Background: an optimization exercise with open tools, aiming at small area and a short achievable clock period. Do not read the settings as production practice. Function was checked by simulation only, so behaviour that the tests miss may differ from the original. Power figures rest on the tool's default switching activity, not on a simulated workload.

==> design/flow/config.mk <==
export PLATFORM = sky130hd
export DESIGN_NAME = trace_top
export DESIGN_NICKNAME = trace_top
export VERILOG_FILES = /design/flow/design.v
export SDC_FILE = /design/flow/constraint.sdc
export NUM_CORES = 4
export LEC_CHECK = 0
export CAP_MARGIN = 20
export CORE_MARGIN = 2
export CORE_UTILIZATION = 60
export CTS_BUF_LIST = sky130_fd_sc_hd__clkbuf_16
export CTS_CLUSTER_DIAMETER = 80
export CTS_CLUSTER_SIZE = 25
export SETUP_SLACK_MARGIN = 2.0
export SLEW_MARGIN = 20
==> design/flow/constraint.sdc <==
create_clock -name core_clock -period 4.0 [get_ports {fe_clk}]
set_input_delay 0.8000 -clock core_clock [delete_from_list [all_inputs] [get_ports {fe_clk}]]
set_output_delay 0.8000 -clock core_clock [all_outputs]
set_load 0.01 [all_outputs]
==> design/flow/design.v <==
`default_nettype none
package trace_pkg;
  localparam int num_rules       = 2;
  localparam int buf_bytes       = 4;
  localparam int buf_width       = buf_bytes * 8;
  localparam int fifo_depth      = 16;
  localparam int fifo_addr_width = 4;
  typedef struct packed {
    logic [15-num_rules-8:0] pad;    
    logic [num_rules-1:0]    rules;
    logic [7:0]              stamp;
  } event_t;
  localparam logic [7:0] reg_ctrl         = 8'h00;
  localparam logic [7:0] reg_rule_en      = 8'h01;
  localparam logic [7:0] reg_trig_en      = 8'h02;
  localparam logic [7:0] reg_trig_delay   = 8'h03;
  localparam logic [7:0] reg_trig_width   = 8'h04;
  localparam logic [7:0] reg_status       = 8'h05;
  localparam logic [7:0] reg_fifo_lo      = 8'h06;
  localparam logic [7:0] reg_fifo_hi      = 8'h07;
  localparam logic [7:0] reg_count0       = 8'h08;
  localparam logic [7:0] reg_count1       = 8'h09;
  localparam logic [7:0] reg_pattern_base = 8'h10;    
  localparam logic [7:0] reg_mask_base    = 8'h20;    
  localparam logic [1:0] trig_idle  = 2'd0;
  localparam logic [1:0] trig_wait  = 2'd1;
  localparam logic [1:0] trig_pulse = 2'd2;
endpackage
`default_nettype wire
`timescale 1ns/1ps
`default_nettype none
module trace_top (
  input  logic       fe_clk,
  input  logic       reset,
  input  logic [7:0] reg_addr,
  input  logic [7:0] reg_wdata,
  input  logic       reg_write,
  input  logic       reg_read,
  output logic [7:0] reg_rdata,
  input  logic [7:0] trace_data,
  input  logic       trace_valid,
  output logic       capturing,
  output logic       trig_out
);
  function automatic [7:0] inc8(input [7:0] q, input en);
    integer i;
    for (i = 0; i < 8; i = i + 1)
      inc8[i] = q[i] ^ (en & (&(q | ~((8'd1 << i) - 8'd1))));
  endfunction
  function automatic [7:0] dec8(input [7:0] q);
    integer i;
    for (i = 0; i < 8; i = i + 1)
      dec8[i] = q[i] ^ (&(~q | ~((8'd1 << i) - 8'd1)));
  endfunction
  function automatic [3:0] inc4(input [3:0] q, input en);
    integer i;
    for (i = 0; i < 4; i = i + 1)
      inc4[i] = q[i] ^ (en & (&(q | ~((4'd1 << i) - 4'd1))));
  endfunction
  logic page0;
  logic hi0, hi1, hi2, hi4;    
  assign page0 = (reg_addr[7:6] == 2'b00);
  assign hi0   = (reg_addr[7:3] == 5'b00000);
  assign hi1   = (reg_addr[7:3] == 5'b00001);
  assign hi2   = (reg_addr[7:3] == 5'b00010);
  assign hi4   = (reg_addr[7:3] == 5'b00100);
  logic [7:0] lo;              
  always_comb
    for (int i = 0; i < 8; i++)
      lo[i] = (reg_addr[2:0] == i[2:0]);
  logic [7:0] wd;
  assign wd = reg_wdata & {8{~reset}};
  logic wr0, wrp, wrm;
  assign wr0 = reg_write & hi0;
  assign wrp = reg_write & hi2;
  assign wrm = reg_write & hi4;
  logic [31:0] pat0, pat1, msk0, msk1;
  logic [1:0]  rule_en, trig_en;
  logic [7:0]  trig_delay, trig_width;
  logic        armed, arm_pulse;
  always_ff @(posedge fe_clk) begin
    for (int b = 0; b < 4; b++) begin
      if (reset | (wrp & lo[b]))     pat0[8*b +: 8] <= wd;
      if (reset | (wrp & lo[b+4]))   pat1[8*b +: 8] <= wd;
      if (reset | (wrm & lo[b]))     msk0[8*b +: 8] <= wd;
      if (reset | (wrm & lo[b+4]))   msk1[8*b +: 8] <= wd;
    end
    if (reset | (wr0 & lo[0])) armed      <= wd[0];
    if (reset | (wr0 & lo[1])) rule_en    <= wd[1:0];
    if (reset | (wr0 & lo[2])) trig_en    <= wd[1:0];
    if (reset | (wr0 & lo[3])) trig_delay <= wd;
    if (reset | (wr0 & lo[4])) trig_width <= wd;
    arm_pulse <= wr0 & lo[0] & wd[0];
  end
  assign capturing = armed;
  localparam logic [31:0] INV = 32'hff00ff00;
  logic [31:0] tbq, tbuf;      
  logic        byte_seen;
  logic [1:0]  match, hit;
  assign tbuf = tbq ^ INV;
  always_ff @(posedge fe_clk) begin
    if (reset | trace_valid)
      tbq <= ({tbuf[23:0], trace_data} & {32{~reset}}) ^ INV;
    byte_seen <= trace_valid & ~reset;
    match     <= hit & {2{byte_seen & ~reset}};
  end
  assign hit[0] = rule_en[0] & ~|((tbuf ^ pat0) & msk0);
  assign hit[1] = rule_en[1] & ~|((tbuf ^ pat1) & msk1);
  logic [7:0] cnt0, cnt1;
  always_ff @(posedge fe_clk) begin
    cnt0 <= inc8(cnt0, match[0] & ~&cnt0) & {8{~reset}};
    cnt1 <= inc8(cnt1, match[1] & ~&cnt1) & {8{~reset}};
  end
  logic [7:0] stamp;
  always_ff @(posedge fe_clk)
    stamp <= inc8(stamp, byte_seen) & {8{~(reset | arm_pulse)}};
  logic       ev_write;
  logic [1:0] ev_rules;
  logic [7:0] ev_stamp;
  always_ff @(posedge fe_clk) begin
    ev_write <= armed & (|match) & ~reset;
    ev_rules <= match;
    ev_stamp <= stamp;
  end
  logic [9:0]  mem [16];
  logic [3:0]  wp;
  logic [15:0] rsel;           
  logic [15:0] wdec;           
  logic        empty, full, ovf;
  logic        pop, push;
  logic [9:0]  head;
  always_comb begin
    head = '0;
    for (int i = 0; i < 16; i++) begin
      wdec[i] = (wp == i[3:0]);
      head    = head | ({10{rsel[i]}} & mem[i]);
    end
  end
  assign push = ev_write & ~full;
  assign pop  = reg_read & hi0 & lo[7] & ~empty;
  always_ff @(posedge fe_clk) begin
    for (int i = 0; i < 16; i++)
      if (push & wdec[i])
        mem[i] <= {ev_rules, ev_stamp};
  end
  logic wp1_eq_rp, rp1_eq_wp;
  assign wp1_eq_rp = |({wdec[14:0], wdec[15]} & rsel);
  assign rp1_eq_wp = |({rsel[14:0], rsel[15]} & wdec);
  always_ff @(posedge fe_clk) begin
    if (reset | pop)
      rsel <= reset ? 16'h0001 : {rsel[14:0], rsel[15]};
    wp    <= inc4(wp, push) & {4{~reset}};
    full  <= ~reset & (full ? ~pop : (push & ~pop & wp1_eq_rp));
    empty <= reset | (empty ? ~push : (pop & ~push & rp1_eq_wp));
    ovf   <= ((ev_write & full) | (ovf & ~arm_pulse)) & ~reset;
  end
  logic       busy;
  logic [7:0] tcnt;
  logic       start, tcnt_zero, tcnt_le1;
  assign start     = ~busy & armed & |(match & trig_en);
  assign tcnt_zero = (tcnt == 8'h00);
  assign tcnt_le1  = (tcnt[7:1] == 7'h00);
  always_ff @(posedge fe_clk) begin
    if (reset) begin
      busy     <= 1'b0;
      trig_out <= 1'b0;
    end else if (!busy) begin
      busy <= start;
    end else if (!trig_out) begin
      if (tcnt_zero) trig_out <= 1'b1;
    end else if (tcnt_le1) begin
      busy     <= 1'b0;
      trig_out <= 1'b0;
    end
  end
  always_ff @(posedge fe_clk) begin
    if (!busy)
      tcnt <= trig_delay;
    else if (!trig_out && tcnt_zero)
      tcnt <= trig_width;
    else
      tcnt <= dec8(tcnt);
  end
  logic [7:0] rd_value, rd_sel;
  always_comb begin
    case (reg_addr[5:0])
      6'h00: rd_sel = {7'b0, armed};
      6'h01: rd_sel = {6'b0, rule_en};
      6'h02: rd_sel = {6'b0, trig_en};
      6'h03: rd_sel = trig_delay;
      6'h04: rd_sel = trig_width;
      6'h05: rd_sel = {4'b0, busy, ovf, full, empty};
      6'h06: rd_sel = empty ? 8'h00 : head[7:0];
      6'h07: rd_sel = empty ? 8'h00 : {6'b0, head[9:8]};
      6'h08: rd_sel = cnt0;
      6'h09: rd_sel = cnt1;
      6'h10: rd_sel = pat0[7:0];
      6'h11: rd_sel = pat0[15:8];
      6'h12: rd_sel = pat0[23:16];
      6'h13: rd_sel = pat0[31:24];
      6'h14: rd_sel = pat1[7:0];
      6'h15: rd_sel = pat1[15:8];
      6'h16: rd_sel = pat1[23:16];
      6'h17: rd_sel = pat1[31:24];
      6'h20: rd_sel = msk0[7:0];
      6'h21: rd_sel = msk0[15:8];
      6'h22: rd_sel = msk0[23:16];
      6'h23: rd_sel = msk0[31:24];
      6'h24: rd_sel = msk1[7:0];
      6'h25: rd_sel = msk1[15:8];
      6'h26: rd_sel = msk1[23:16];
      6'h27: rd_sel = msk1[31:24];
      default: rd_sel = 8'h00;
    endcase
    rd_value = rd_sel & {8{page0 & ~reset}};
  end
  always_ff @(posedge fe_clk) begin
    if (reset | reg_read)
      reg_rdata <= rd_value;
  end
endmodule
`default_nettype wire
==> design/flow/flow/run.sh <==
#!/bin/bash
# Standard layout, with the port buffers made from buf_4 cells instead of
# the resizer's default pick.
set -euo pipefail
export BUFFER_PORTS_ARGS="-buffer_cell sky130_fd_sc_hd__buf_4"
bash standard.sh > standard.log 2>&1
==> design/flow/standard.sh <==
#!/bin/bash
# synth_recipe.tcl (not shown) runs the flow's synth.tcl, then flattens the netlist and writes it again
# the make line also repeats each setting of config.mk as NAME=value (left out here)
make -C /OpenROAD-flow-scripts/flow DESIGN_CONFIG=/design/flow/config.mk WORK_HOME=/design/flow/orfs CLKGATE_MAP_FILE= SYNTH_SCRIPT=/design/flow/synth_recipe.tcl "${@:-finish}"
==> results_dict.tcl, run 1 <==
set metrics [dict create \
    cts_root_buffer "clkbuf_16" \
    reg2reg_depth 7 \
    die_height_um 174.9 \
    final_common_cell "edfxtp_1" \
    io_pins 39 \
    viasPerCell 6.853 \
    rsz0062_at_grt "true" \
    clock_latency_ps 540 \
    peakVddDrop_mv 0.3461 \
    fin_crit_sh_pct 53.58 \
    ys_seq_area_share_pct 68.97 \
    start_util_pct 61.03 \
    start_kind "flip-flop" \
    syn-instance-count 1266 \
    synthArstFlopShare_pct 0 \
    die_w_um 174.9 \
    gr-total-overflow 0 \
    power_density_nw_per_um2 406.1 \
    ys_top_cells_by_area "edfxtp_1 (63%), dfxtp_1 (6.4%), nand3_1 (4.8%)" \
    min_path_type "flip-flop to flip-flop" \
    routed_wl_um 53260 \
    reg2reg_slack_ps 1860 \
    synth_seq_cells 421 \
    yosysWarningCount 2 \
    rows 62 \
    ys_types 64 \
    rr_endpoint "reg_rdata[1]" \
    n_fill_cell 2024 \
    critPathRequiredTime_ps 4260 \
    clockBufferDepth 3 \
    track_usage_pct 34.79 \
    drive_gt1_share_pct 21.55 \
    r2r-start "rsel[15]" \
    core_area_sq_um 28700 \
    place_congestion 0.9506 \
    numClockSinks 421 \
    p_leak_nw 6.857 \
    cp.arrival_ps 2400 \
    max_slew.worst_pin.slew_ps 848.8 \
    cts_tree "built" \
    final.setup.tns_ps 0 \
    cts.reportedPaths.clkPinSlew_ps 90 \
    htreeDepth 1 \
    drt_iter0_drc 1678 \
    max-slew-margin-rel_pct 43.24 \
    wire_per_inst_um 30.43 \
    cp_max_fo 4 \
    drt_first_pass_iters 7 \
    grt_max_degree 60 \
    synth_edf_count 365 \
    finClkSkew_ps 12.63 \
    layout_common_cells "edfxtp_1 (365), nand3_1 (146), buf_4 (119)" \
    yosysTopAreaCell "edfxtp_1" \
    grt_pass1_vias 11419 \
    hold_viol_final 0 \
    hpwl_um 34490 \
    drv_cap 0 \
    syn_to_final_growth_pct 14.60 \
    maxSlewViolCount 0 \
    status "complete, no violations" \
    synth_ff_type "edfxtp_1" \
    grt_pass1_wl_um 76320 \
    ant_nets 0 \
    setup_ws_ps 1857 \
    syn_area_sq_um 17520 \
    synth_area_per_cell_sq_um 13.84 \
    cp-startpoint "rsel[15]" \
    max_freq_mhz 466.6 \
    crit_type "flip-flop to flip-flop" \
    fin_crit_ps 2143 \
    synth_top_area_share_pct 62.57 \
    vias 11993 \
    numCtsBuffers 21 \
    nets 1385 \
    cts_hold_buf 0 \
    critPathCaptureType "flip-flop" \
    post-route-drc-count 0 \
    die-area_sq_um 30580 \
    syn_nets 1302 \
    antenna_found_initial 2 \
    io_buffers 38 \
    pre_cts_slack_ps 1107 \
    setup_violations 0 \
    endpoint "reg_rdata[1]" \
]
[per-stage QoR]
| stage | hold WS [ps] | util [%] | cells | area (sq um) | power [W] |
|---|---|---|---|---|---|
| after global routing | 377.9 | 69.92 | 1748 | 20070 | 0.008363 |
| after CTS | 367.5 | 68.99 | 1736 | 19800 | 0.008099 |
| after floorplan | 330.8 | - | 1266 | 17960 | 0.005505 |
| after detailed placement | 354.9 | 64.64 | 1640 | 18550 | 0.005781 |
| after global placement | 354.7 | 64.58 | 1639 | 18540 | 0.005779 |
| final | 364.7 | 69.94 | 1750 | 20070 | 0.008151 |
[worst min-delay path by stage]
| stage | start | endpoint | slack [ps] | cells after the start |
|---|---|---|---|---|
| floorplan | stamp[6] | ev_stamp[6] | 330 | 0 |
| global placement | stamp[7] | ev_stamp[7] | 350 | 0 |
| detailed placement | stamp[6] | ev_stamp[6] | 350 | 0 |
| CTS | stamp[6] | ev_stamp[6] | 370 | 0 |
| global route | stamp[6] | ev_stamp[6] | 380 | 0 |
| finish | stamp[6] | ev_stamp[6] | 360 | 0 |
[Yosys cell counts, drive strengths merged, types with 5 or more instances]
master  number
mux2i        6
xor2        41
nor2        56
a31oi        7
a31o         7
or2          6
nand2       32
buf         39
nand4       55
inv         15
nand2b      23
o21ai       15
a21oi       19
nand3      168
nor2b       40
nor4b        6
a221oi      53
clkbuf      44
mux2         7
nor4        10
dfxtp       56
a22oi        6
ha           7
nor3        14
nor3b        5
a21o        12
a22o        54
edfxtp     365
xnor2       45
[timing repair]
action | CTS | global route
cloned | 1 | 0
pin swaps | 17 | 14
resized for setup | 36 | 31
setup buffers | 57 | 12
endpoints found under the setup margin | 195 | 98
[final cells by class]
cell class	count	area, sq um	share of cell area (%)
clock buffer	21	525.5	2.618
timing repair buffer	142	1205	6.002
tap	384	480.5	2.393
clock inverter	17	90.09	0.4488
inverter	16	65.06	0.3241
sequential	421	12090	60.20
antenna	2	5.005	0.02493
multi-input combinational	747	5618	27.99
[cells by family (layout without fill, tap and decap cells)]
group / count (synthesis) / count (layout) / share of synthesized area, %
simple gates: 434 / 434 / 13.57
flops: 421 / 421 / 68.97
compound gates: 205 / 206 / 9.322
buf+inv: 99 / 196 / 2.414
xor+xnor: 86 / 86 / 4.300
mux: 14 / 14 / 0.9215
fa+ha+maj: 7 / 7 / 0.5000
other cells: 0 / 2 / 0
[where the power goes]
part	switching [W]	leakage [nW]	internal, W
registers	0.000167	3.93	0.00494
clock network	0.00136	0.343	0.000985
logic	0.000421	2.58	0.000277
total	0.00195	6.86	0.00620
[sequential cells by signal (all words and copies together), names as in the netlist, 16 cells and up]
register  count
mem         160
msk0         32
msk1         32
pat0         32
pat1         32
tbq          32
rsel         16
[worst max-delay path: stages, from the launching register on]
cell and delay, ps:
edfxtp_1 540, buf_4 210, buf_6 110, a22o_1 190, a221oi_2 170, nand4_1 270
a22oi_2 250, a31oi_1 110
[routing by layer]
metal	wire, um	GRT usage [%]	part of all wire (%)
met1	21310	52.33	40
met2	22620	49.39	42
met3	7771	10.47	15
met4	1535	10.07	2.9
met5	13	0	0.024
==> run 2: changes to the inputs <==
--- a/design/flow/config.mk
+++ b/design/flow/config.mk
@@ -12,4 +12,4 @@
 export CTS_CLUSTER_DIAMETER = 80
 export CTS_CLUSTER_SIZE = 25
-export SETUP_SLACK_MARGIN = 2.0
+export SETUP_SLACK_MARGIN = 1.9
 export SLEW_MARGIN = 20
==> run 2 against run 1 <==
Effect of this change: cell count is 1.4% lower; utilization is 1.4 points lower; first-iteration DRC count is 24% higher; worst setup slack worse by 12 ps; fmax is 0.54% lower; hold slack worse by 9.2 ps; synthesized cell count stayed put; power is 0.23% lower; critical path type is now primary input to flip-flop; largest power group unchanged; highest routed layer unchanged.
==> results_dict.tcl, run 2 <==
set metrics [dict create \
    synth-simple-area-share_pct 13.57 \
    largest_register_ffs 160 \
    synthTopCellsByCount "edfxtp_1 (365), nand3_1 (168), dfxtp_1 (56), nand4_1 (55), nor2_1 (55)" \
    drt_iter0_drc 2089 \
    hold_viol_final 0 \
    viasPerCell 6.970 \
    cts.reportedPaths.clkPinSlew_ps 90 \
    reg2reg_depth 6 \
    max_freq_mhz 464.1 \
    io_buffers 38 \
    max-slew-margin-rel_pct 50.29 \
    cts_root_buffer "clkbuf_16" \
    p_switching_w 0.001953 \
    rr_endpoint "reg_rdata[0]" \
    critPathTopFamily "simple AND/OR/NAND/NOR gates" \
    crit_slowest_cell "buf_4" \
    synth_top_area_share_pct 62.57 \
    utilization_pct 68.50 \
    cp_num_cells 7 \
    slowest_delay_ps 440 \
    synth-compound-area-share_pct 9.321 \
    grt_pass1_vias 11180 \
    path_cells "buf_4 > nor4bb_4 > buf_4 > nand3_1 > nand4_1 > nor4_1 > a31oi_1" \
    max_slew.worst_pin.slew_ps 742.3 \
    ys_seq_area_share_pct 68.97 \
    track_usage_pct 34.20 \
    fin_crit_ps 2155 \
    ys_top_cells_by_area "edfxtp_1 (63%), dfxtp_1 (6.4%), nand3_1 (4.8%)" \
    crit_type "primary input to flip-flop" \
    finClkSkew_ps 24.23 \
    status "complete, no violations" \
    vias 12023 \
    place_congestion 0.9714 \
    numCtsBuffers 21 \
    syn_to_final_growth_pct 12.25 \
    yosysTopAreaCell "edfxtp_1" \
    ys_types 64 \
    grt_max_degree 56 \
    setup_violations 0 \
    final_common_cell "edfxtp_1" \
    synth_top_family_by_area "simple AND/OR/NAND/NOR gates" \
    nets 1362 \
    hpwl_um 33850 \
    gr-total-overflow 0 \
    post-route-drc-count 0 \
    cp_common_cell "buf_4" \
    cp_max_fo 32 \
    antenna_cells 0 \
    syn-instance-count 1266 \
    critPathRequiredTime_ps 4360 \
    die-area_sq_um 30580 \
    synth_ff_type "edfxtp_1" \
    synth_area_per_cell_sq_um 13.84 \
    yosysWarningCount 2 \
    htreeDepth 1 \
    maxSlewViolCount 0 \
    start_util_pct 61.03 \
    endpoint "reg_rdata[0]" \
    clock_latency_ps 560 \
    min_path_type "flip-flop to flip-flop" \
    synth_seq_cells 421 \
    worst-path-buf-inv 2 \
    syn_nets 1302 \
    clockBufferDepth 3 \
    cts_tree "built" \
    power_frac_seq_pct 62.8 \
    drv_cap 0 \
    cp-startpoint "reg_addr[2]" \
    numClockSinks 421 \
    drt_first_pass_iters 7 \
    fin_crit_sh_pct 53.87 \
    switching_share_pct 24.01 \
    wire_per_inst_um 30.13 \
    critPathCaptureType "flip-flop" \
    grt_pass1_wl_um 75760 \
    peakVddDrop_mv 0.4851 \
    ant_nets 0 \
    pwr-share-comb_pct 8.1 \
    reg2reg_slack_ps 1870 \
    power_density_nw_per_um2 413.6 \
    pwr-share-clk_pct 29.1 \
    synthArstFlopShare_pct 0 \
    start_kind "primary input" \
    final.setup.tns_ps 0 \
    antenna_found_initial 3 \
    r2r-start "rsel[1]" \
    die_height_um 174.9 \
    syn_area_sq_um 17520 \
    cp.arrival_ps 2520 \
    routed_wl_um 51970 \
    io_pins 39 \
    synthAdderAreaFrac_pct 0.5000 \
    n_fill_cell 2042 \
    regMostFlops "mem" \
    rsz0062_at_grt "true" \
    p_leak_nw 6.706 \
    drive_gt1_share_pct 17.45 \
    yosysMostFrequentCell "edfxtp_1" \
    core_area_sq_um 28700 \
    rows 62 \
    muxShareOfSynthArea_pct 0.9214 \
    synth_edf_count 365 \
    p_int_w 0.006180 \
    layout_common_cells "edfxtp_1 (365), nand3_1 (168), buf_4 (108)" \
    synth_xor_area_share_pct 4.300 \
    die_w_um 174.9 \
]
==> run 2: cell count changes in the layout (fill, tap and decap cells not counted), moves of 3 or more <==
cell | previous run | this run
a221oi_1 | 27 | 36
nand3_2 | 22 | 0
buf_6 | 17 | 3
a21o_4 | 6 | 2
buf_4 | 119 | 108
buf_12 | 6 | 9
a221oi_2 | 26 | 17
nand3_1 | 146 | 168
a21o_1 | 3 | 6
==> run 2: power groups by stage <==
stage	sequential [W]	combinational [W]	clock, W
2_1_floorplan	0.00512	0.000364	0
3_3_place_gp	0.00524	0.000525	0
3_5_place_dp	0.00524	0.000531	0
4_1_cts	0.00510	0.000631	0.00237
5_1_grt	0.00512	0.000687	0.00252
6_report	0.00511	0.000657	0.00237
==> run 2: cells by family after synthesis <==
logic type,count (synthesis)
xor+xnor,86
mux,14
fa+ha+maj,7
buf+inv,99
simple gates,434
compound gates,205
flops,421
==> run 2: worst min-delay path by stage <==
stage / start / end / slack, ps / cells past startpoint
CTS: stamp[6] / ev_stamp[6] / 360 / 0
global route: stamp[6] / ev_stamp[6] / 370 / 0
finish: stamp[6] / ev_stamp[6] / 360 / 0
floorplan: stamp[6] / ev_stamp[6] / 330 / 0
detailed placement: stamp[6] / ev_stamp[6] / 340 / 0
global placement: stamp[6] / ev_stamp[6] / 340 / 0
==> run 2: final cells by class <==
| type | instances | area, sq um | share of cell area (%) |
|---|---|---|---|
| Sequential cell | 421 | 12080 | 61.46 |
| Timing Repair Buffer | 120 | 1025 | 5.212 |
| Clock inverter | 17 | 91.34 | 0.4645 |
| Multi-Input combinational cell | 746 | 5389 | 27.41 |
| Inverter | 16 | 67.56 | 0.3436 |
| Tap cell | 384 | 480.5 | 2.444 |
| Clock buffer | 21 | 525.5 | 2.673 |
==> run 2: repair_timing <==
action / CTS / global route
setup buffers: 49 / 1
hold buffers: 0 / 0
gates resized for setup: 12 / 33
endpoints found under the setup margin: 102 / 148
pin swaps: 3 / 13
hold endpoints to repair: 0 / 0
==> run 2: per-stage QoR <==
step	std cells	hold slack (ps)	worst slack, ps	total power [W]	instance area (sq um)
3_5_place_dp	1637	338.7	1085	0.005771	18350
4_1_cts	1724	356.7	1895	0.008097	19500
5_1_grt	1725	374.5	1827	0.008328	19660
3_3_place_gp	1637	336.2	1122	0.005766	18340
6_report	1725	355.5	1845	0.008133	19660
2_1_floorplan	1266	330.8	1837	0.005486	17710
==> run 2: layer usage <==
layer,track usage [%],vias to the layer above,wire [um]
met4,9.653,2,1851
met5,0,-,18
li1,-,5043,-
met2,48.39,910,21740
met1,53.82,5935,21890
met3,7.224,133,6463
==> run 3: changes to the inputs <==
--- a/design/flow/config.mk
+++ b/design/flow/config.mk
@@ -8,8 +8,8 @@
 export CAP_MARGIN = 20
 export CORE_MARGIN = 2
-export CORE_UTILIZATION = 60
+export CORE_UTILIZATION = 65
 export CTS_BUF_LIST = sky130_fd_sc_hd__clkbuf_16
 export CTS_CLUSTER_DIAMETER = 80
 export CTS_CLUSTER_SIZE = 25
-export SETUP_SLACK_MARGIN = 1.9
+export SETUP_SLACK_MARGIN = 2.1
 export SLEW_MARGIN = 20
==> run 3 against run 2 <==
Effect of this change: hold slack hardly changed; first-iteration DRC count is 24% higher; highest routed layer is now met4; critical endpoint is now reg_rdata[3]; count of clock-buffer cells in the layout stayed put; clock skew is 9.4 ps lower; largest cell class unchanged.
==> results_dict.tcl, run 3 <==
set metrics [dict create \
    max_freq_mhz 470.8 \
    die_height_um 168.2 \
    layout_common_cells "edfxtp_1 (365), nand3_1 (147), buf_4 (99)" \
    syn_to_final_growth_pct 16.69 \
    io_pins 39 \
    ys_seq_area_share_pct 68.97 \
    drive_gt1_share_pct 23.45 \
    clockBufferDepth 3 \
    track_usage_pct 37.58 \
    yosysWarningCount 2 \
    cts.reportedPaths.clkPinSlew_ps 110 \
    synth_edf_count 365 \
    viasPerCell 7.246 \
    multi_input_area_sq_um 5843 \
    final.setup.tns_ps 0 \
    drv_cap 0 \
    clock_latency_ps 540 \
    routed_wl_um 53980 \
    fin_crit_sh_pct 53.10 \
    htreeDepth 1 \
    ant_nets 0 \
    slowest_delay_ps 500 \
    cp.arrival_ps 2400 \
    finClkSkew_ps 14.87 \
    fin_crit_ps 2124 \
    cp_max_fo 3 \
    reg2reg_slack_ps 1880 \
    regArea_sq_um 12090 \
    start_kind "flip-flop" \
    max-slew-margin-rel_pct 29.61 \
    wire_per_inst_um 31.57 \
    place_congestion 0.9735 \
    crit_slowest_cell "edfxtp_1" \
    maxSlewViolCount 0 \
    setup_violations 0 \
    post-route-drc-count 0 \
    synth_area_per_cell_sq_um 13.84 \
    path_cells "buf_4 > a22o_1 > a221oi_2 > nand4_1 > a2111oi_4 > a21oi_1" \
    cts_tree "built" \
    synth_ff_type "edfxtp_1" \
    core_area_sq_um 26730 \
    numCtsBuffers 21 \
    syn_area_sq_um 17520 \
    die-area_sq_um 28280 \
    critPathCaptureType "flip-flop" \
    regMostFlops "mem" \
    critPathRequiredTime_ps 4280 \
    p_leak_nw 6.976 \
    peakVddDrop_mv 0.5303 \
    rows 60 \
    synth_top_area_share_pct 62.57 \
    antenna_found_initial 1 \
    rsz0062_at_grt "true" \
    start_util_pct 65.54 \
    syn_nets 1302 \
    numClockSinks 421 \
    n_fill_cell 1638 \
    ys_types 64 \
    setup_ws_ps 1876 \
    yosysTopAreaCell "edfxtp_1" \
    synthTopCellsByCount "edfxtp_1 (365), nand3_1 (168), dfxtp_1 (56), nand4_1 (55), nor2_1 (55)" \
    status "complete, no violations" \
    power_density_nw_per_um2 401.5 \
    grt_pass1_vias 11363 \
    hpwl_um 33210 \
    yosysMostFrequentCell "edfxtp_1" \
    drt_first_pass_iters 7 \
    largest_register_ffs 160 \
    cts_root_buffer "clkbuf_16" \
    io_buffers 38 \
    vias 12390 \
    final_common_cell "edfxtp_1" \
    worst-path-buf-inv 1 \
    max_slew.worst_pin.slew_ps 1051 \
    cts_hold_buf 0 \
    die_w_um 168.2 \
    synthArstFlopShare_pct 0 \
    grt_pass1_wl_um 76760 \
    power_w 0.008208 \
    grt_max_degree 82 \
    critPathTopFamily "compound AO/OA/AOI/OAI gates" \
    antenna_cells 0 \
    ys_top_cells_by_area "edfxtp_1 (63%), dfxtp_1 (6.4%), nand3_1 (4.8%)" \
    hold_viol_final 0 \
    drt_iter0_drc 2591 \
    syn-instance-count 1266 \
    synth_seq_cells 421 \
    crit_type "flip-flop to flip-flop" \
    min_path_type "flip-flop to flip-flop" \
    gr-total-overflow 0 \
    nets 1390 \
    pre_cts_slack_ps 1285 \
]
## run 3: worst paths after layout
kind / startpoint / endpoint / cells after the start
setup / recovery: rsel[15] / reg_rdata[3] / 6
hold / removal: stamp[6] / ev_stamp[6] / 0
setup reg to reg: rsel[15] / reg_rdata[3] / 6
hold reg to reg: stamp[6] / ev_stamp[6] / 0
## run 3: metal layers
layer	routed length (um)	track usage [%]	share of wire (%)	vias up
li1	-	-	-	5113
met1	21450	58.49	40	6122
met2	22980	53.31	43	1012
met3	7685	8.721	14	143
met4	1867	11.54	3.5	0
met5	0	0	0	-
## run 3: repair_timing
item / 4_1_cts / 5_1_grt
setup buffers: 70 / 13
gates cloned: 2 / 2
endpoints found under the hold margin: 0 / 0
resized for setup: 85 / 29
pin swaps: 30 / 19
endpoints found under the setup margin: 278 / 223
## run 3: worst register-to-register path: stages (launching register included)
cell,delay [ps]
edfxtp_1,500
buf_4,190
a22o_1,210
a221oi_2,220
nand4_1,270
a2111oi_4,350
a21oi_1,120
## run 3: metrics by stage
| stage | hold slack [ps] | instance area (sq um) | cells | utilization, % |
|---|---|---|---|---|
| after global routing | 366.2 | 20440 | 1710 | 76.48 |
| after detailed placement | 340.6 | 18440 | 1585 | 69.00 |
| final | 355.4 | 20440 | 1710 | 76.48 |
| after global placement | 335.3 | 18430 | 1585 | 68.97 |
| after CTS | 356.8 | 20140 | 1695 | 75.36 |
| after floorplan | 330.8 | 18020 | 1266 | - |
## run 3: cells by family after synthesis
| kind of cell | after synthesis | synth area share [%] |
|---|---|---|
| and+or+nand+nor | 434 | 13.57 |
| DFF | 421 | 68.97 |
| adders and majority gates | 7 | 0.5000 |
| muxes | 14 | 0.9215 |
| buffers and inverters | 99 | 2.414 |
| xor gates and xnor gates | 86 | 4.300 |
| AOI/OAI and AO/OA | 205 | 9.322 |
## run 3: cell type report
class / instances / area share, %
well taps: 341 / 2.087
repair buffers: 144 / 6.837
flip-flops and latches: 421 / 59.15
multi-input cells: 750 / 28.59
inverters: 16 / 0.3183
clock inverters: 17 / 0.4530
clock buffers: 21 / 2.571
## run 3: power by group
group / total [W] / leakage (nW) / switching [W] / internal (W)
sequential: 0.00512 / 3.93 / 0.000178 / 0.00494
combinational: 0.000730 / 2.70 / 0.000433 / 0.000297
clock: 0.00236 / 0.344 / 0.00137 / 0.000987
total: 0.00821 / 6.98 / 0.00199 / 0.00622
==> run 4: changes to the inputs <==
--- a/design/flow/config.mk
+++ b/design/flow/config.mk
@@ -8,5 +8,5 @@
 export CAP_MARGIN = 20
 export CORE_MARGIN = 2
-export CORE_UTILIZATION = 65
+export CORE_UTILIZATION = 60
 export CTS_BUF_LIST = sky130_fd_sc_hd__clkbuf_16
 export CTS_CLUSTER_DIAMETER = 80
==> run 4 against run 3 <==
Effect of this change: still clean; routed wire length decreased by 1.5%; clock skew increased by 4.2 ps; utilization decreased by 6.2 points; first-iteration DRC count decreased by 21%; critical path type unchanged; highest routed layer unchanged.
==> results_dict.tcl, run 4 <==
set metrics [dict create \
    status "complete, no violations" \
    die_w_um 174.9 \
    grt_max_degree 52 \
    antenna_found_initial 1 \
    numClockSinks 421 \
    viasPerCell 6.924 \
    synth_area_per_cell_sq_um 13.84 \
    p_leak_nw 6.830 \
    syn-instance-count 1266 \
    gr-total-overflow 0 \
    dp.cells 1634 \
    ys_seq_area_share_pct 68.97 \
    max_freq_mhz 483.2 \
    clockBufferDepth 3 \
    drt_first_pass_iters 5 \
    synthTopCellsByCount "edfxtp_1 (365), nand3_1 (168), dfxtp_1 (56), nand4_1 (55), nor2_1 (55)" \
    reg2reg_slack_ps 1930 \
    finClkSkew_ps 19.06 \
    layout_common_cells "edfxtp_1 (365), nand3_1 (146), buf_4 (92)" \
    setup_violations 0 \
    grt_pass1_wl_um 77630 \
    io_buffers 38 \
    syn_to_final_growth_pct 15.21 \
    antenna_cells 0 \
    clock_latency_ps 560 \
    peakVddDrop_mv 0.3512 \
    cts_hold_buf 0 \
    largest_register_ffs 160 \
    cts_root_buffer "clkbuf_16" \
    hpwl_um 34350 \
    synth_seq_cells 421 \
    syn_area_sq_um 17520 \
    start_util_pct 61.03 \
    fin_crit_ps 2070 \
    cts.reportedPaths.clkPinSlew_ps 90 \
    hold_depth 0 \
    routed_wl_um 53170 \
    power_w 0.008168 \
    r2r-start "rsel[15]" \
    crit_type "flip-flop to flip-flop" \
    rsz0062_at_grt "true" \
    core_area_sq_um 28700 \
    synthArstFlopShare_pct 0 \
    synth_edf_count 365 \
    drive_gt1_share_pct 21.19 \
    cp_max_fo 5 \
    final_cells 1734 \
    numCtsBuffers 21 \
    cts_tree "built" \
    io_pins 39 \
    regMostFlops "mem" \
    wire_per_inst_um 30.66 \
    syn_nets 1302 \
    yosysWarningCount 2 \
    die-area_sq_um 30580 \
    cp.arrival_ps 2340 \
    min-delay-start "stamp[6]" \
    drv_cap 0 \
    yosysMostFrequentCell "edfxtp_1" \
    max_slew.worst_pin.slew_ps 1031 \
    maxSlewViolCount 0 \
    rows 62 \
    post-route-drc-count 0 \
    start_kind "flip-flop" \
    nets 1371 \
    grt_pass1_vias 11530 \
    final_common_cell "edfxtp_1" \
    vias 12006 \
    min_path_type "flip-flop to flip-flop" \
    hold_ws_ps 357.1 \
    rr_endpoint "reg_rdata[1]" \
    ant_nets 0 \
    reg2reg_depth 6 \
    ys_types 64 \
    synth_ff_type "edfxtp_1" \
    max-slew-margin-rel_pct 30.95 \
    utilization_pct 70.31 \
    critPathCaptureType "flip-flop" \
    power_density_nw_per_um2 404.7 \
    final.setup.tns_ps 0 \
    die_height_um 174.9 \
    track_usage_pct 35.08 \
    htreeDepth 1 \
    ys_top_cells_by_area "edfxtp_1 (63%), dfxtp_1 (6.4%), nand3_1 (4.8%)" \
    place_congestion 0.9665 \
    yosysTopAreaCell "edfxtp_1" \
    min_to "ev_stamp[6]" \
    synth_top_area_share_pct 62.57 \
    critPathRequiredTime_ps 4270 \
    fin_crit_sh_pct 51.74 \
    hold_viol_final 0 \
    drt_iter0_drc 2037 \
]
[run 4: cell counts after synthesis]
Identical to the previous run, type by type.
[run 4: per-layer routing]
layer | GRT usage (%) | up-vias | part of all wire, %
met1 | 53.18 | 5995 | 41
met5 | 0 | - | 0
met4 | 7.604 | 0 | 2.4
li1 | - | 5068 | -
met3 | 10.84 | 82 | 14
met2 | 50.33 | 861 | 42
[run 4: worst max-delay path, stage by stage (launching register included)]
cell	delay (ps)
edfxtp_1	560
buf_4	250
a22o_1	200
a221oi_1	210
nand4_1	270
a22oi_2	210
a31oi_1	100
[run 4: final cells by class]
| class | count | area [sq um] |
|---|---|---|
| Clock buffer | 21 | 525.5 |
| Timing Repair Buffer | 127 | 1215 |
| Inverter | 16 | 67.56 |
| Fill cell | 1926 | 8521 |
| Sequential cell | 421 | 12090 |
| Tap cell | 384 | 480.5 |
| Multi-Input combinational cell | 748 | 5718 |
| Clock inverter | 17 | 87.58 |
[run 4: worst max-delay path by stage]
stage	to	from	cells past startpoint	slack [ps]
final	reg_rdata[1]	rsel[15]	6	1930
after global routing	reg_rdata[0]	rsel[4]	6	1920
after CTS	reg_rdata[3]	reg_rdata[3]	1	1930
after detailed placement	msk0[11]	reg_addr[7]	5	1250
after global placement	reg_rdata[2]	reg_addr[2]	7	1280
after floorplan	msk0[0]	reg_addr[7]	4	1850
[run 4: what timing repair did]
action / 4_1_cts / 5_1_grt
pin swaps: 23 / 14
endpoints found under the setup margin: 260 / 164
gates cloned: 2 / 0
buffers inserted: 57 / 3
gates resized for setup: 63 / 28
[run 4: per-stage QoR]
step / area, sq um / worst slack, ps
5_1_grt: 20180 / 1918
4_1_cts: 20010 / 1928
6_report: 20180 / 1930
2_1_floorplan: 18020 / 1853
3_5_place_dp: 18520 / 1251
3_3_place_gp: 18520 / 1276
[run 4: cell families after synthesis]
| kind of cell | count (synthesis) | synth area share, % |
|---|---|---|
| adders and majority gates | 7 | 0.5000 |
| xor gates and xnor gates | 86 | 4.300 |
| and+or+nand+nor | 434 | 13.57 |
| AOI/OAI and AO/OA | 205 | 9.322 |
| muxes | 14 | 0.9215 |
| DFF | 421 | 68.97 |
| buffers and inverters | 99 | 2.414 |
[run 4: power by group]
group / internal, W / switching (W) / total, W / leakage [nW]
sequential: 0.00494 / 0.000179 / 0.00512 / 3.93
clock: 0.000984 / 0.00137 / 0.00235 / 0.346
combinational: 0.000282 / 0.000414 / 0.000697 / 2.55
==> run 5: changes to the inputs <==
--- a/design/flow/config.mk
+++ b/design/flow/config.mk
@@ -10,6 +10,6 @@
 export CORE_UTILIZATION = 60
 export CTS_BUF_LIST = sky130_fd_sc_hd__clkbuf_16
-export CTS_CLUSTER_DIAMETER = 80
-export CTS_CLUSTER_SIZE = 25
+export CTS_CLUSTER_DIAMETER = 70
+export CTS_CLUSTER_SIZE = 30
 export SETUP_SLACK_MARGIN = 2.1
 export SLEW_MARGIN = 20
==> run 5 against run 4 <==
Effect of this change: die area unchanged; worst setup slack got worse by 6.0 ps; area after synthesis unchanged.
==> results_dict.tcl, run 5 <==
set metrics [dict create \
    min_to "ev_stamp[6]" \
    io_buffers 38 \
    syn_area_sq_um 17520 \
    drt_first_pass_iters 6 \
    design_area_sq_um 20630 \
    rsz0062_at_grt "true" \
    numClockSinks 421 \
    final_common_cell "edfxtp_1" \
    peakVddDrop_mv 0.4708 \
    vias 12192 \
    cts_root_buffer "clkbuf_16" \
    max_freq_mhz 481.8 \
    max_slew.worst_pin.slew_ps 994.0 \
    worst-path-buf-inv 2 \
    critPathTopFamily "simple AND/OR/NAND/NOR gates" \
    hold_depth 0 \
    cts_hold_buf 0 \
    pwr-share-comb_pct 8.1 \
    antenna_found_initial 1 \
    dp.cells 1634 \
    synth_top_area_share_pct 62.57 \
    maxSlewViolCount 0 \
    ant_nets 0 \
    regArea_sq_um 12090 \
    min_path_type "flip-flop to flip-flop" \
    power_frac_seq_pct 58.3 \
    critPathCaptureType "flip-flop" \
    die_w_um 174.9 \
    slowest_delay_ps 390 \
    numCtsBuffers 25 \
    fin_crit_ps 2076 \
    rows 62 \
    rr_endpoint "reg_rdata[0]" \
    setup_violations 0 \
    yosysTopAreaCell "edfxtp_1" \
    pwr-share-clk_pct 33.5 \
    p_int_w 0.006538 \
    syn-instance-count 1266 \
    start_kind "primary input" \
    finClkSkew_ps 31.86 \
    p_leak_nw 7.012 \
    gr-total-overflow 0 \
    htreeDepth 1 \
    io_pins 39 \
    clock_latency_ps 570 \
    p_switching_w 0.002241 \
    cts.reportedPaths.clkPinSlew_ps 110 \
    cp.arrival_ps 2490 \
    min-delay-start "stamp[6]" \
    grt_pass1_vias 11593 \
    place_area_sq_um 18520 \
    drt_iter0_drc 1945 \
    reg2reg_depth 6 \
    synthArstFlopShare_pct 0 \
    grt_pass1_wl_um 78890 \
    fin_crit_sh_pct 51.89 \
    syn_nets 1302 \
    max-slew-margin-rel_pct 33.43 \
    syn_to_final_growth_pct 17.76 \
    place_congestion 0.9665 \
    n_fill_cell 1890 \
    track_usage_pct 35.54 \
    synth_ff_type "edfxtp_1" \
    power_density_nw_per_um2 425.6 \
    nets 1386 \
    final.setup.tns_ps 0 \
    cts_tree "built" \
    grt_max_degree 52 \
    routed_wl_um 53720 \
    regMostFlops "mem" \
    status "complete, no violations" \
    wire_per_inst_um 30.66 \
    critPathRequiredTime_ps 4410 \
    yosysWarningCount 2 \
    switching_share_pct 25.53 \
    yosysMostFrequentCell "edfxtp_1" \
    pre_cts_slack_ps 1251 \
    start_util_pct 61.03 \
    drv_cap 0 \
    synth_edf_count 365 \
    antenna_cells 0 \
    multi_input_area_sq_um 5778 \
    crit_type "primary input to flip-flop" \
    synth_seq_cells 421 \
    final_cells 1752 \
    hold_viol_final 0 \
    synth_area_per_cell_sq_um 13.84 \
    core_area_sq_um 28700 \
    die-area_sq_um 30580 \
    setup_ws_ps 1924 \
    viasPerCell 6.959 \
    r2r-start "rsel[0]" \
    synthTopCellsByCount "edfxtp_1 (365), nand3_1 (168), dfxtp_1 (56), nand4_1 (55), nor2_1 (55)" \
    ys_top_cells_by_area "edfxtp_1 (63%), dfxtp_1 (6.4%), nand3_1 (4.8%)" \
    layout_common_cells "edfxtp_1 (365), nand3_1 (147), buf_4 (95)" \
    ys_types 64 \
    hpwl_um 34350 \
    largest_register_ffs 160 \
    crit_slowest_cell "nor4bb_4" \
    ys_seq_area_share_pct 68.97 \
    post-route-drc-count 0 \
    utilization_pct 71.87 \
    cp_max_fo 32 \
    drive_gt1_share_pct 23.68 \
    clockBufferDepth 3 \
    path_cells "buf_4 > nor4bb_4 > buf_12 > nand3_1 > nand4_1 > a211oi_1 > a21oi_1" \
    reg2reg_slack_ps 1930 \
    die_height_um 174.9 \
]
==> run 5: layout make-up <==
type	count	area share, %
Timing Repair Buffer	138	6.435
Sequential cell	421	58.61
Multi-Input combinational cell	748	28.01
Clock inverter	19	1.134
Clock buffer	26	3.154
Tap cell	384	2.329
Inverter	16	0.3275
==> run 5: timing repair <==
action / 4_1_cts / 5_1_grt
gates cloned: 2 / 0
setup endpoints to repair: 253 / 151
gates resized for setup: 75 / 34
setup buffers: 59 / 12
pin swaps: 29 / 19
==> run 5: worst max path at each step <==
stage,start,to,depth (start not counted)
floorplan,reg_addr[7],msk0[0],4
global placement,reg_addr[2],reg_rdata[2],7
detailed placement,reg_addr[7],msk0[11],5
CTS,rsel[14],reg_rdata[3],5
global route,rsel[4],reg_rdata[4],6
finish,reg_addr[5],reg_rdata[2],7
==> run 5: through the flow <==
stage	total power, W	hold slack, ps
CTS	0.008735	356.5
global placement	0.005777	335.3
finish	0.008779	355.6
global route	0.008983	366.1
detailed placement	0.005778	347.9
floorplan	0.005508	330.8
==> run 5: cell families (layout without fill, tap and decap cells) <==
logic type | count (synthesis) | after routing | synth area share [%]
fa+ha+maj | 7 | 7 | 0.5000
simple gates | 434 | 436 | 13.57
xor+xnor | 86 | 86 | 4.300
flops | 421 | 421 | 68.97
mux | 14 | 14 | 0.9215
buf+inv | 99 | 199 | 2.414
compound gates | 205 | 205 | 9.322
==> run 5: worst reg2reg max path: cells and delay by family, from the launching register on <==
kind / cells / cell delay, ps
flip-flops: 1 / 570
AO/OA/AOI/OAI: 4 / 820
AND/OR/NAND/NOR: 1 / 190
buffers and inverters: 1 / 220
==> run 5: power groups by stage <==
| stage | sequential (W) | combinational (W) | clock, W |
|---|---|---|---|
| floorplan | 0.00513 | 0.000382 | 0 |
| CTS | 0.00511 | 0.000667 | 0.00295 |
| detailed placement | 0.00525 | 0.000526 | 0 |
| global placement | 0.00525 | 0.000523 | 0 |
| global route | 0.00513 | 0.000747 | 0.00310 |
| finish | 0.00512 | 0.000714 | 0.00294 |
==> run 5: metal layers <==
| metal | share of wire [%] | GRT usage, % | up-vias |
|---|---|---|---|
| met5 | 0 | 0 | - |
| met4 | 3.0 | 9.097 | 0 |
| met3 | 14 | 8.029 | 116 |
| met2 | 42 | 50.54 | 933 |
| met1 | 41 | 55.73 | 6035 |
| li1 | - | - | 5108 |
==> run 6: changes to the inputs <==
==> design/flow/config.mk (replaced) <==
export PLATFORM = sky130hd
export DESIGN_NAME = trace_top
export DESIGN_NICKNAME = trace_top
export VERILOG_FILES = /design/flow/design.v
export SDC_FILE = /design/flow/constraint.sdc
export NUM_CORES = 4
export LEC_CHECK = 0
export CAP_MARGIN = 10
export CORE_MARGIN = 2
export CORE_UTILIZATION = 60
export CTS_BUF_LIST = sky130_fd_sc_hd__clkbuf_16
export CTS_CLUSTER_DIAMETER = 80
export CTS_CLUSTER_SIZE = 25
export SETUP_SLACK_MARGIN = 2.1
export SLEW_MARGIN = 10
==> run 6 against run 5 <==
Effect of this change: global-route usage decreased by 0.46 points; count of clock-buffer cells in the layout decreased by 5; combinational power decreased by 2%; sequential share of layout area increased by 1.3 points; area after synthesis unchanged; still clean; critical endpoint is now reg_rdata[1]; sequential power about the same; critical path depth decreased by 1; clock power decreased by about 20%; utilization decreased by 1.6 points; largest cell class unchanged; cell area decreased by 2.2%; die area unchanged; non-clock buffer count decreased by 11.
==> results_dict.tcl, run 6 <==
set metrics [dict create \
    status "complete, no violations" \
    synth_area_per_cell_sq_um 13.84 \
    crit_type "flip-flop to flip-flop" \
    cts_tree "built" \
    rsz0062_at_grt "true" \
    max_freq_mhz 483.2 \
    die_w_um 174.9 \
    pwr-share-comb_pct 8.5 \
    hold_viol_final 0 \
    antenna_found_initial 1 \
    drv_cap 0 \
    clock_latency_ps 560 \
    start_util_pct 61.03 \
    endpoint "reg_rdata[1]" \
    ant_nets 0 \
    power_frac_seq_pct 62.7 \
    io_pins 39 \
    grt_pass1_vias 11530 \
    synth_edf_count 365 \
    cp.arrival_ps 2340 \
    rows 62 \
    hold_depth 0 \
    syn_to_final_growth_pct 15.21 \
    htreeDepth 1 \
    yosysTopAreaCell "edfxtp_1" \
    syn_area_sq_um 17520 \
    antenna_cells 0 \
    reg2reg_depth 6 \
    synth_ff_type "edfxtp_1" \
    cts.reportedPaths.clkPinSlew_ps 90 \
    ys_top_cells_by_area "edfxtp_1 (63%), dfxtp_1 (6.4%), nand3_1 (4.8%)" \
    place_congestion 0.9665 \
    min_path_type "flip-flop to flip-flop" \
    yosysMostFrequentCell "edfxtp_1" \
    synthArstFlopShare_pct 0 \
    die_height_um 174.9 \
    p_int_w 0.006205 \
    cts_root_buffer "clkbuf_16" \
    reg2reg_slack_ps 1930 \
    track_usage_pct 35.08 \
    clockBufferDepth 3 \
    drt_iter0_drc 2037 \
    gr-total-overflow 0 \
    yosysWarningCount 2 \
    synth_seq_cells 421 \
    r2r-start "rsel[15]" \
    regMostFlops "mem" \
    fin_crit_sh_pct 51.74 \
    drt_first_pass_iters 5 \
    synth_top_area_share_pct 62.57 \
    io_buffers 38 \
    cp_max_fo 5 \
    core_area_sq_um 28700 \
    p_switching_w 0.001964 \
    grt_max_degree 52 \
    ys_seq_area_share_pct 68.97 \
    synthTopCellsByCount "edfxtp_1 (365), nand3_1 (168), dfxtp_1 (56), nand4_1 (55), nor2_1 (55)" \
    rr_endpoint "reg_rdata[1]" \
    setup_violations 0 \
    largest_register_ffs 160 \
    p_leak_nw 6.830 \
    final_common_cell "edfxtp_1" \
    fin_crit_ps 2070 \
    grt_pass1_wl_um 77630 \
    start_kind "flip-flop" \
    layout_common_cells "edfxtp_1 (365), nand3_1 (146), buf_4 (92)" \
    cp-startpoint "rsel[15]" \
    wire_per_inst_um 30.66 \
    syn-instance-count 1266 \
    drive_gt1_share_pct 21.19 \
    pwr-share-clk_pct 28.8 \
    viasPerCell 6.924 \
    numClockSinks 421 \
    max-slew-margin-rel_pct 30.95 \
    ys_types 64 \
    power_density_nw_per_um2 404.7 \
    n_fill_cell 1926 \
    vias 12006 \
    peakVddDrop_mv 0.3512 \
    maxSlewViolCount 0 \
    finClkSkew_ps 19.06 \
    die-area_sq_um 30580 \
    routed_wl_um 53170 \
    nets 1371 \
    critPathCaptureType "flip-flop" \
    post-route-drc-count 0 \
    max_slew.worst_pin.slew_ps 1031 \
    final_cells 1734 \
    numCtsBuffers 21 \
    final.setup.tns_ps 0 \
    hpwl_um 34350 \
    switching_share_pct 24.04 \
    dp.cells 1634 \
    syn_nets 1302 \
    critPathRequiredTime_ps 4270 \
]
run 6: timing repair:
action / CTS / global route
hold buffers: 0 / 0
setup endpoints to repair: 260 / 164
gates resized for setup: 63 / 28
buffers inserted: 57 / 3
cloned: 2 / 0
pin swaps: 23 / 14
run 6: worst min path at each step:
| stage | slack [ps] | from | end |
|---|---|---|---|
| 2_1_floorplan | 330 | stamp[6] | ev_stamp[6] |
| 3_3_place_gp | 340 | stamp[6] | ev_stamp[6] |
| 3_5_place_dp | 350 | stamp[6] | ev_stamp[6] |
| 4_1_cts | 360 | stamp[6] | ev_stamp[6] |
| 5_1_grt | 370 | stamp[6] | ev_stamp[6] |
| 6_report | 360 | stamp[6] | ev_stamp[6] |
run 6: power by group through the flow:
stage / clock network [W] / registers [W] / logic, W
5_1_grt: 0.00252 / 0.00513 / 0.000730
6_report: 0.00235 / 0.00512 / 0.000697
3_5_place_dp: 0 / 0.00525 / 0.000526
4_1_cts: 0.00238 / 0.00511 / 0.000662
2_1_floorplan: 0 / 0.00513 / 0.000382
3_3_place_gp: 0 / 0.00525 / 0.000523
run 6: logic make-up after synthesis:
| logic type | Yosys count | synth area share (%) |
|---|---|---|
| xor+xnor | 86 | 4.300 |
| simple gates | 434 | 13.57 |
| mux | 14 | 0.9215 |
| buf+inv | 99 | 2.414 |
| compound gates | 205 | 9.322 |
| fa+ha+maj | 7 | 0.5000 |
| flops | 421 | 68.97 |
run 6: final cells by class:
type                    count  area (sq um)  share of cell area, %
clock inverters            17         87.58                 0.4340
well taps                 384         480.5                  2.381
flip-flops and latches    421         12090                  59.89
clock buffers              21         525.5                  2.604
repair buffers            127          1215                  6.020
inverters                  16         67.56                 0.3348
multi-input cells         748          5718                  28.33
run 6: worst max-delay path, cell delays in order (launching register included):
cell      delay (ps)
edfxtp_1         560
buf_4            250
a22o_1           200
a221oi_1         210
nand4_1          270
a22oi_2          210
a31oi_1          100
run 6: metal layers:
| metal | share of wire [%] | vias to the layer above | wire [um] | track usage [%] |
|---|---|---|---|---|
| li1 | - | 5068 | - | - |
| met3 | 14 | 82 | 7606 | 10.84 |
| met4 | 2.4 | 0 | 1298 | 7.604 |
| met5 | 0 | - | 0 | 0 |
| met1 | 41 | 5995 | 21710 | 53.18 |
| met2 | 42 | 861 | 22560 | 50.33 |
run 6: through the flow:
step | utilization, % | worst slack [ps] | hold slack (ps) | instance area, sq um | power (W)
after floorplan | - | 1853 | 330.8 | 18020 | 0.005508
after global placement | 64.52 | 1276 | 335.3 | 18520 | 0.005777
after detailed placement | 64.52 | 1251 | 347.9 | 18520 | 0.005778
after CTS | 69.71 | 1928 | 361.5 | 20010 | 0.008147
after global routing | 70.31 | 1918 | 371.3 | 20180 | 0.008378
final | 70.31 | 1930 | 357.1 | 20180 | 0.008168
==> run 7: changes to the inputs <==
--- a/design/flow/config.mk
+++ b/design/flow/config.mk
@@ -6,5 +6,5 @@
 export NUM_CORES = 4
 export LEC_CHECK = 0
-export CAP_MARGIN = 10
+export CAP_MARGIN = 20
 export CORE_MARGIN = 2
 export CORE_UTILIZATION = 60
@@ -12,4 +12,5 @@
 export CTS_CLUSTER_DIAMETER = 80
 export CTS_CLUSTER_SIZE = 25
+export PLACE_DENSITY = 0.7
 export SETUP_SLACK_MARGIN = 2.1
-export SLEW_MARGIN = 10
+export SLEW_MARGIN = 20
==> run 7 against run 6 <==
Effect of this change: first-iteration DRC count increased by 3.3%; hold slack got worse by 2.7 ps; clock power up 4%; still clean on timing, DRC and antenna; clock skew increased by 6.4 ps; utilization grew 0.80 points; synthesized cell count is the same; combinational power grew 2%; die area unchanged; register-to-register slack improved by 30 ps; cell count up 0.69%.
==> results_dict.tcl, run 7 <==
set metrics [dict create \
    status "complete, no violations" \
    io_pins 39 \
    regArea_sq_um 12090 \
    hold_viol_final 0 \
    ys_top_cells_by_area "edfxtp_1 (63%), dfxtp_1 (6.4%), nand3_1 (4.8%)" \
    min_path_type "flip-flop to flip-flop" \
    gr-total-overflow 0 \
    maxSlewViolCount 0 \
    cp_max_fo 4 \
    cp.arrival_ps 2350 \
    max_freq_mhz 489.7 \
    multi_input_area_sq_um 5828 \
    cts.reportedPaths.clkPinSlew_ps 100 \
    final.setup.tns_ps 0 \
    setup_ws_ps 1958 \
    grt_max_degree 75 \
    ys_seq_area_share_pct 68.97 \
    power_density_nw_per_um2 404.7 \
    io_buffers 38 \
    clockBufferDepth 3 \
    p_int_w 0.006272 \
    critPathCaptureType "flip-flop" \
    rows 62 \
    setup_violations 0 \
    htreeDepth 1 \
    critPathRequiredTime_ps 4310 \
    synth_ff_type "edfxtp_1" \
    synth_area_per_cell_sq_um 13.84 \
    place_congestion 1.015 \
    drt_iter0_drc 2104 \
    finClkSkew_ps 25.43 \
    power_w 0.008262 \
    die_height_um 174.9 \
    largest_register_ffs 160 \
    yosysWarningCount 2 \
    numCtsBuffers 21 \
    core_area_sq_um 28700 \
    p_switching_w 0.001990 \
    vias 12173 \
    start_kind "flip-flop" \
    numClockSinks 421 \
    max-slew-margin-rel_pct 39.83 \
    power_frac_seq_pct 61.9 \
    pwr-share-clk_pct 29.6 \
    die_w_um 174.9 \
    design_area_sq_um 20410 \
    syn_area_sq_um 17520 \
    ant_nets 0 \
    cts_tree "built" \
    synthTopCellsByCount "edfxtp_1 (365), nand3_1 (168), dfxtp_1 (56), nand4_1 (55), nor2_1 (55)" \
    yosysTopAreaCell "edfxtp_1" \
    antenna_found_initial 0 \
    viasPerCell 6.972 \
    grt_pass1_vias 11355 \
    fin_crit_sh_pct 51.05 \
    pre_cts_slack_ps 1186 \
    regMostFlops "mem" \
    grt_pass1_wl_um 76900 \
    die-area_sq_um 30580 \
    ys_types 64 \
    p_leak_nw 6.932 \
    track_usage_pct 34.62 \
    synth_top_area_share_pct 62.57 \
    reg2reg_slack_ps 1960 \
    wire_per_inst_um 30.26 \
    peakVddDrop_mv 0.3038 \
    synthArstFlopShare_pct 0 \
    crit_type "flip-flop to flip-flop" \
    place_area_sq_um 18480 \
    syn_to_final_growth_pct 16.53 \
    drt_first_pass_iters 6 \
    routed_wl_um 52840 \
    syn-instance-count 1266 \
    nets 1383 \
    syn_nets 1302 \
    final_common_cell "edfxtp_1" \
    start_util_pct 61.03 \
    drive_gt1_share_pct 23.05 \
    drv_cap 0 \
    synth_seq_cells 421 \
    hpwl_um 33710 \
    antenna_cells 0 \
    cts_root_buffer "clkbuf_16" \
    pwr-share-comb_pct 8.6 \
    synth_edf_count 365 \
    n_fill_cell 1932 \
    rsz0062_at_grt "true" \
    clock_latency_ps 570 \
    fin_crit_ps 2042 \
    layout_common_cells "edfxtp_1 (365), nand3_1 (145), buf_4 (96)" \
    switching_share_pct 24.09 \
    yosysMostFrequentCell "edfxtp_1" \
    post-route-drc-count 0 \
    max_slew.worst_pin.slew_ps 898.5 \
]
run 7: final cells by class:
class	count	share of cell area (%)
repair buffers	138	6.399
clock inverters	17	0.5639
well taps	384	2.354
clock buffers	21	2.574
flip-flops and latches	421	59.24
inverters	16	0.3187
multi-input cells	749	28.55
run 7: cells by family after synthesis:
group,count (synthesis),share of synthesized area [%]
fa+ha+maj,7,0.5000
xor+xnor,86,4.300
mux,14,0.9215
flops,421,68.97
compound gates,205,9.322
buf+inv,99,2.414
simple gates,434,13.57
run 7: power groups by stage:
| stage | combinational [W] | sequential, W | clock (W) |
|---|---|---|---|
| 2_1_floorplan | 0.000382 | 0.00513 | 0 |
| 3_3_place_gp | 0.000523 | 0.00525 | 0 |
| 3_5_place_dp | 0.000531 | 0.00525 | 0 |
| 4_1_cts | 0.000671 | 0.00510 | 0.00244 |
| 5_1_grt | 0.000738 | 0.00512 | 0.00258 |
| 6_report | 0.000709 | 0.00511 | 0.00244 |
run 7: path summary, 6_finish.rpt:
kind | startpoint | to | cells after the start
max | rsel[1] | reg_rdata[0] | 6
min | stamp[6] | ev_stamp[6] | 0
max reg2reg | rsel[1] | reg_rdata[0] | 6
min reg2reg | stamp[6] | ev_stamp[6] | 0
run 7: repair_timing:
| item | in CTS | in global routing |
|---|---|---|
| endpoints found under the setup margin | 325 | 164 |
| resized for setup | 91 | 25 |
| pin swaps | 26 | 22 |
| gates cloned | 2 | 1 |
| setup buffers | 67 | 10 |
| hold buffers | 0 | 0 |
run 7: metrics by stage:
stage | util [%] | cells | hold slack, ps
finish | 71.12 | 1746 | 354.4
global route | 71.12 | 1746 | 360.3
CTS | 70.29 | 1735 | 357.3
detailed placement | 64.39 | 1628 | 340.0
global placement | 64.37 | 1628 | 337.4
floorplan | - | 1266 | 330.8
run 7: critical path, cell delays in order, from the launching register on:
cell and delay (ps):
edfxtp_1 530, buf_4 190, a22o_1 220, a221oi_2 220, nand4_1 220, a221oi_2 300, a31oi_1 110
run 7: layer usage:
| layer | wire (um) | share of wire, % | vias up | GRT usage, % |
|---|---|---|---|---|
| li1 | - | - | 5088 | - |
| met1 | 21570 | 41 | 6059 | 54.27 |
| met2 | 22680 | 43 | 903 | 49.69 |
| met3 | 7019 | 13 | 123 | 7.507 |
| met4 | 1564 | 3.0 | 0 | 8.472 |
| met5 | 0 | 0 | - | 0 |
==> run 8: changes to the inputs <==
--- a/design/flow/config.mk
+++ b/design/flow/config.mk
@@ -13,4 +13,4 @@
 export CTS_CLUSTER_SIZE = 25
 export PLACE_DENSITY = 0.7
-export SETUP_SLACK_MARGIN = 2.1
+export SETUP_SLACK_MARGIN = 2.2
 export SLEW_MARGIN = 20
==> run 8 against run 7 <==
Effect of this change: count of clock-buffer cells in the layout did not move; sequential power is essentially flat; global-route usage increased by 0.65 points; power shrank 0.46%; combinational power rose by 6.2%; critical path depth unchanged; cell area rose by 1.6%; critical path type unchanged; critical endpoint unchanged; largest cell class unchanged; highest routed layer unchanged.
==> results_dict.tcl, run 8 <==
set metrics [dict create \
    status "complete, no violations" \
    synth_top_area_share_pct 62.57 \
    critPathRequiredTime_ps 4260 \
    drv_cap 0 \
    grt_max_degree 81 \
    crit_type "flip-flop to flip-flop" \
    die_w_um 174.9 \
    min-delay-start "stamp[6]" \
    ant_nets 0 \
    antenna_found_initial 0 \
    viasPerCell 7.018 \
    max_slew.worst_pin.slew_ps 1067 \
    critPathCaptureType "flip-flop" \
    rsz0062_at_grt "true" \
    rows 62 \
    min_to "ev_stamp[6]" \
    synthArstFlopShare_pct 0 \
    finClkSkew_ps 25.59 \
    hpwl_um 33740 \
    core_area_sq_um 28700 \
    reg2reg_depth 6 \
    layout_common_cells "edfxtp_1 (365), nand3_1 (144), buf_4 (96)" \
    numCtsBuffers 21 \
    cts.reportedPaths.clkPinSlew_ps 90 \
    r2r-start "rsel[15]" \
    ys_seq_area_share_pct 68.97 \
    peakVddDrop_mv 0.3479 \
    largest_register_ffs 160 \
    numClockSinks 421 \
    critPathTopFamily "compound AO/OA/AOI/OAI gates" \
    io_pins 39 \
    dp.cells 1628 \
    synth_seq_cells 421 \
    hold_ws_ps 357.1 \
    synth_edf_count 365 \
    rr_endpoint "reg_rdata[0]" \
    worst-path-buf-inv 1 \
    hold_viol_final 0 \
    synth_area_per_cell_sq_um 13.84 \
    p_leak_nw 7.068 \
    yosysTopAreaCell "edfxtp_1" \
    track_usage_pct 35.27 \
    grt_pass1_vias 11656 \
    die_height_um 174.9 \
    ys_types 64 \
    antenna_cells 0 \
    drt_iter0_drc 2039 \
    cts_root_buffer "clkbuf_16" \
    drive_gt1_share_pct 25.31 \
    pre_cts_slack_ps 1088 \
    fin_crit_sh_pct 52.21 \
    cp.arrival_ps 2350 \
    syn_to_final_growth_pct 18.36 \
    slowest_delay_ps 570 \
    power_density_nw_per_um2 396.6 \
    syn_area_sq_um 17520 \
    cp_num_cells 6 \
    fin_crit_ps 2088 \
    nets 1400 \
    yosysMostFrequentCell "edfxtp_1" \
    synthTopCellsByCount "edfxtp_1 (365), nand3_1 (168), dfxtp_1 (56), nand4_1 (55), nor2_1 (55)" \
    cp_max_fo 4 \
    final_common_cell "edfxtp_1" \
    grt_pass1_wl_um 78320 \
    setup_ws_ps 1912 \
    final_cells 1763 \
    cp_common_cell "a221oi_2" \
    crit_slowest_cell "edfxtp_1" \
    gr-total-overflow 0 \
    max_freq_mhz 478.8 \
    clockBufferDepth 3 \
    drt_first_pass_iters 7 \
    max-slew-margin-rel_pct 28.57 \
    setup_violations 0 \
    regMostFlops "mem" \
    htreeDepth 1 \
    yosysWarningCount 2 \
    reg2reg_slack_ps 1910 \
    cts_tree "built" \
    routed_wl_um 54080 \
    die-area_sq_um 30580 \
    start_util_pct 61.03 \
    final.setup.tns_ps 0 \
    hold_depth 0 \
    synth_ff_type "edfxtp_1" \
    start_kind "flip-flop" \
    syn_nets 1302 \
    vias 12372 \
    place_congestion 0.9977 \
    syn-instance-count 1266 \
    io_buffers 38 \
    path_cells "buf_6 > a22o_1 > a221oi_2 > nand4_1 > a221oi_2 > a31oi_1" \
    maxSlewViolCount 0 \
    ys_top_cells_by_area "edfxtp_1 (63%), dfxtp_1 (6.4%), nand3_1 (4.8%)" \
    post-route-drc-count 0 \
    wire_per_inst_um 30.67 \
    min_path_type "flip-flop to flip-flop" \
    clock_latency_ps 560 \
]
## run 8: cell counts after synthesis
Identical to the previous run, type by type.
## run 8: stage by stage
stage | area [sq um] | total power (W) | util, %
2_1_floorplan | 18050 | 0.005510 | -
3_3_place_gp | 18500 | 0.005778 | 64.46
3_5_place_dp | 18510 | 0.005775 | 64.48
4_1_cts | 20530 | 0.008164 | 71.52
5_1_grt | 20730 | 0.008410 | 72.24
6_report | 20730 | 0.008224 | 72.24
## run 8: timing repair
action                                  4_1_cts  5_1_grt
pin swaps                                    54       24
hold endpoints to repair                      0        0
endpoints found under the setup margin      399      129
buffers inserted                             87        3
hold buffers                                  0        0
resized for setup                           106       33
cloned                                        4        3
## run 8: worst max path at each step
| stage | start | end |
|---|---|---|
| after floorplan | reg_addr[7] | msk0[0] |
| after global placement | reg_addr[2] | reg_rdata[2] |
| after detailed placement | reg_addr[2] | reg_rdata[5] |
| after CTS | reg_rdata[5] | reg_rdata[5] |
| after global routing | rsel[15] | reg_rdata[0] |
| final | rsel[15] | reg_rdata[0] |
## run 8: where the power goes
group	switching [W]	internal [W]	leakage, nW	total, W
clock	0.00138	0.000982	0.342	0.00236
sequential	0.000175	0.00494	3.94	0.00511
combinational	0.000445	0.000308	2.79	0.000753
total	0.00200	0.00623	7.07	0.00822
## run 8: cells by family (layout without fill, tap and decap cells)
logic type	count (synthesis)	after routing	share of synthesized area (%)
buffers and inverters	99	206	2.414
adder cells (fa/ha/maj)	7	7	0.5000
AO/OA/AOI/OAI	205	207	9.322
AND/OR/NAND/NOR	434	438	13.57
flip-flops	421	421	68.97
XOR/XNOR	86	86	4.300
multiplexers	14	14	0.9215
## run 8: area by class of cell
class	count	area [sq um]
timing repair buffer	152	1510
multi-input combinational	752	5964
tap	384	480.5
fill	1947	7969
inverter	16	67.56
clock inverter	17	90.09
sequential	421	12100
clock buffer	21	525.5
## run 8: routing by layer
layer	part of all wire [%]	GRT usage (%)
met3	14	8.943
met4	3.1	9.965
met2	43	49.69
met5	0	0
met1	41	54.66

==> static timing again, ports no longer ideal <==
No port has a modelled driver above. Below, the same layouts with a new extraction and two added sets of constraints.
Step 1 sets driving cells, clkbuf_16 on the clock port and buf_2 on the other inputs (assumed; they add their load-dependent delay and slew).
Step 2 also shifts input and output timing later by t, the mid clock arrival at the registers, as if the neighbouring blocks saw the same clock.
Three values: no drivers, after step 1, after step 2; two values: the first two.
| run | t (ns) | slack for setup (ns) | worst hold slack (ns) | worst setup path at the end | pins driven straight from the clock port |
|---|---|---|---|---|---|
| run 1 | 0.591 | 1.857 / 1.857 / 1.374 | 0.365 / 0.365 / 0.365 | input to register | 1 |
| run 2 | 0.601 | 1.845 / 1.868 / 1.268 | 0.355 / 0.355 / 0.355 | input to register | 1 |
| run 3 | 0.588 | 1.876 / 1.876 / 1.401 | 0.355 / 0.355 / 0.355 | input to register | 1 |
| run 4 | 0.601 | 1.930 / 1.885 / 1.377 | 0.357 / 0.357 / 0.357 | input to register | 1 |
| run 5 | 0.613 | 1.924 / 1.885 / 1.329 | 0.356 / 0.356 / 0.356 | input to register | 1 |
| run 6 | 0.601 | 1.930 / 1.885 / 1.377 | 0.357 / 0.357 / 0.357 | input to register | 1 |
| run 7 | 0.607 | 1.958 / 1.938 / 1.396 | 0.354 / 0.354 / 0.354 | input to register | 1 |
| run 8 | 0.601 | 1.912 / 1.886 / 1.444 | 0.357 / 0.357 / 0.357 | input to register | 1 |
After both steps setup and hold are still met in every run listed. The setup slack of run 5, which loses most, moves by -0.039 ns with the drivers and by -0.595 ns with both steps.
